This design comes from an exercise in tuning for small area on the open sky130 flow, not from production work. Function was checked by simulation only, so behaviour that the tests miss may differ from the original.

## sad_min_search
module sad_min_search #(
   parameter int PIX_W = 8,
   parameter int LANES = 32,
   parameter int BEATS = 32,
   parameter int IDX_W = 16,
   localparam int SAD_W = PIX_W + $clog2(LANES * BEATS)
) (
   input  logic                   Bus2IP_Clk,
   input  logic                   Bus2IP_Reset,
   input  logic                   clr,
   input  logic                   in_valid,
   input  logic [PIX_W*LANES-1:0] in_face,
   input  logic [PIX_W*LANES-1:0] in_group,
   output logic                   sad_valid,
   output logic [SAD_W-1:0]       sad_out,
   output logic [IDX_W-1:0]       sad_idx,
   output logic                   best_valid,
   output logic [SAD_W-1:0]       best_sad,
   output logic [IDX_W-1:0]       best_idx
);
Size in the first run: about 160 flip-flops, ~590 I/O pins.
clock: 7.0 ns
lec_check: 0
cap_margin: 20
core_margin: 2
core_utilization: 40
cts_buf_list: sky130_fd_sc_hd__clkbuf_4 sky130_fd_sc_hd__clkbuf_8
place_density: 0.6
slew_margin: 20
synth_hierarchical: 1
synth_minimum_keep_size: 0
standard.sh (not shown) runs the stock make flow with config.mk's settings and CLKGATE_MAP_FILE= SYNTH_SCRIPT=/design/flow/synth_recipe.tcl, a recipe that flattens the netlist after the stock synthesis.
==> flow/flow/run.sh <==
#!/bin/bash
# The standard layout, with the port buffers that buffer_ports inserts set
# to the smallest plain buffer instead of the tool's default pick.
set -euo pipefail
bash standard.sh BUFFER_PORTS_ARGS="-buffer_cell sky130_fd_sc_hd__buf_1" finish > make_finish.log 2>&1
The starting point finished with timing, DRC and antenna clean.
Then changed:
==> flow/run.sh (new file) <==
#!/bin/bash
# synth_recipe.tcl (not shown) runs the flow's synth.tcl, then flattens the netlist and writes it again
# the make line also repeats each setting of config.mk as NAME=value (left out here)
make -C /OpenROAD-flow-scripts/flow DESIGN_CONFIG=/design/flow/config.mk WORK_HOME=/design/flow/orfs CLKGATE_MAP_FILE= SYNTH_SCRIPT=/design/flow/synth_recipe.tcl finish
- CTS_BUF_LIST: sky130_fd_sc_hd__clkbuf_4 sky130_fd_sc_hd__clkbuf_8 -> default
removed: flow/flow/run.sh
removed: flow/standard.sh
Global-route usage grows by 1.8 points.
Setup slack degrades by 0.080 ns.
Cell area grows by about a fifth.
Die area stays the same.
Register-to-register slack barely changes.
Sequential share of layout area shrinks by 3.0 points.
Cell count is about the same.
Count of clock-buffer cells in the layout stays the same.
Non-clock buffer count grows by 4.
Wire length grows by a little under a tenth.

alpha:
Another version of the RTL of sad_min_search (not shown whole).
Size: about 1,500 cells after synthesis.
export LEC_CHECK = 0
export CAP_MARGIN = 20
export CORE_MARGIN = 2
export CORE_UTILIZATION = 40
export CTS_BUF_LIST = sky130_fd_sc_hd__clkbuf_4 sky130_fd_sc_hd__clkbuf_8
export GPL_TIMING_DRIVEN = 0
export PLACE_DENSITY = 0.6
export SLEW_MARGIN = 20
export SYNTH_HIERARCHICAL = 1
export SYNTH_MINIMUM_KEEP_SIZE = 0
create_clock -name core_clock -period 7.0 [get_ports {Bus2IP_Clk}]
==> flow/flow/run.sh <==
#!/bin/bash
# The standard layout, with two changes: the port buffers that buffer_ports
# inserts are the smallest plain buffer instead of the tool's default pick,
# and clock tree synthesis adds no dummy loads.
set -euo pipefail
bash standard.sh \
  BUFFER_PORTS_ARGS="-buffer_cell sky130_fd_sc_hd__buf_1" \
  CTS_ARGS="-sink_clustering_enable -repair_clock_nets -dont_use_dummy_load -buf_list {sky130_fd_sc_hd__clkbuf_4 sky130_fd_sc_hd__clkbuf_8}" \
  finish > make_finish.log 2>&1
--- input diff alpha..beta ---
Settings: PLACE_DENSITY: 0.6 -> 0.7; CORE_UTILIZATION: 40 -> 55.
==> flow/flow/run.sh <==
#!/bin/bash
# The standard layout, with the port buffers that buffer_ports inserts set
# to the smallest plain buffer instead of the tool's default pick.
set -euo pipefail
bash standard.sh BUFFER_PORTS_ARGS="-buffer_cell sky130_fd_sc_hd__buf_1" finish > make_finish.log 2>&1
Results
- beta vs. alpha: overflow left after global routing was more or less identical, routed wire length went down by 1.9%.
- in_group[128] as the startpoint of the most critical setup path was reported by beta, and in_face[176] by alpha.
- Compared with alpha, beta shows a relative area of clock buffers and inverters in the final design that is 0.89 points higher.
- beta finished every stage and its layout cleared the timing, DRC and antenna checks.
- Total iterations of the first detailed-routing run, beta and alpha, lower one = alpha.
- Compared with alpha, placed cell count in beta decreased by a few percent.
--- input diff beta..gamma ---
Settings: CORE_UTILIZATION now 40, was 55; PLACE_DENSITY now 0.6, was 0.7.
==> flow/flow/run.sh <==
#!/bin/bash
# The standard layout, with three changes: synthesis buffers are removed
# before global placement (flow/pre_gpl.tcl), the port buffers that
# buffer_ports inserts are the smallest plain buffer instead of the tool's
# default pick, and clock tree synthesis adds no dummy loads.
set -euo pipefail
here=$(pwd)
bash standard.sh \
  PRE_GLOBAL_PLACE_TCL="$here/flow/pre_gpl.tcl" \
  BUFFER_PORTS_ARGS="-buffer_cell sky130_fd_sc_hd__buf_1" \
  CTS_ARGS="-sink_clustering_enable -repair_clock_nets -dont_use_dummy_load -buf_list sky130_fd_sc_hd__clkbuf_8" \
  finish > make_finish.log 2>&1
==> flow/flow/pre_gpl.tcl (new file) <==
# Before global placement: drop the buffers that synthesis inserted (the
# standard flow does the same when timing-driven placement is on); repair
# later in the flow adds back any that slew, capacitance or timing need.
remove_buffers
Having completed the whole flow, gamma delivered a layout that passed the timing, DRC and antenna checks. On arrival time reported for the critical path endpoint: between gamma and beta, it ends up lower for gamma. Compared to beta, gamma has global-route usage 8.7 points lower. Compare gamma and beta | cell count of the worst reg-to-reg path higher: beta. There was hardly any difference in placed instance area between gamma and beta.

## afterwards: timing with drivers on the ports
How much do the figures lean on ideal ports? The routed layouts below were timed once more, with nothing changed but the port constraints.
Step 1: set_driving_cell puts a clkbuf_16 on Bus2IP_Clk and a buf_2 on each other input, an assumption about the parent block.
Step 2 moves the port delays by t, midway between the first and last clock arrival at a register: inputs arrive t later, outputs are due t later. That takes back most of the time a late clock gives input paths.
Three values: no drivers, after step 1, after step 2; two values: the first two.
run	t, ns	setup slack, ns	worst slew at a driven data input, ns
the first run of note 1	0.494	0.162 / 0.177 / -0.317	0.15
the second run of note 1	0.469	0.082 / 0.044 / -0.425	0.13
alpha	0.460	0.119 / 0.101 / -0.359	0.20
beta	0.498	0.128 / 0.137 / -0.361	0.18
gamma	0.459	0.123 / 0.139 / -0.319	0.20
Met with ideal ports but missed after step 2: setup timing in every run listed. For the second run of note 1, which loses most, drivers alone change the setup slack by -0.038 ns; drivers and shift together by -0.507 ns.
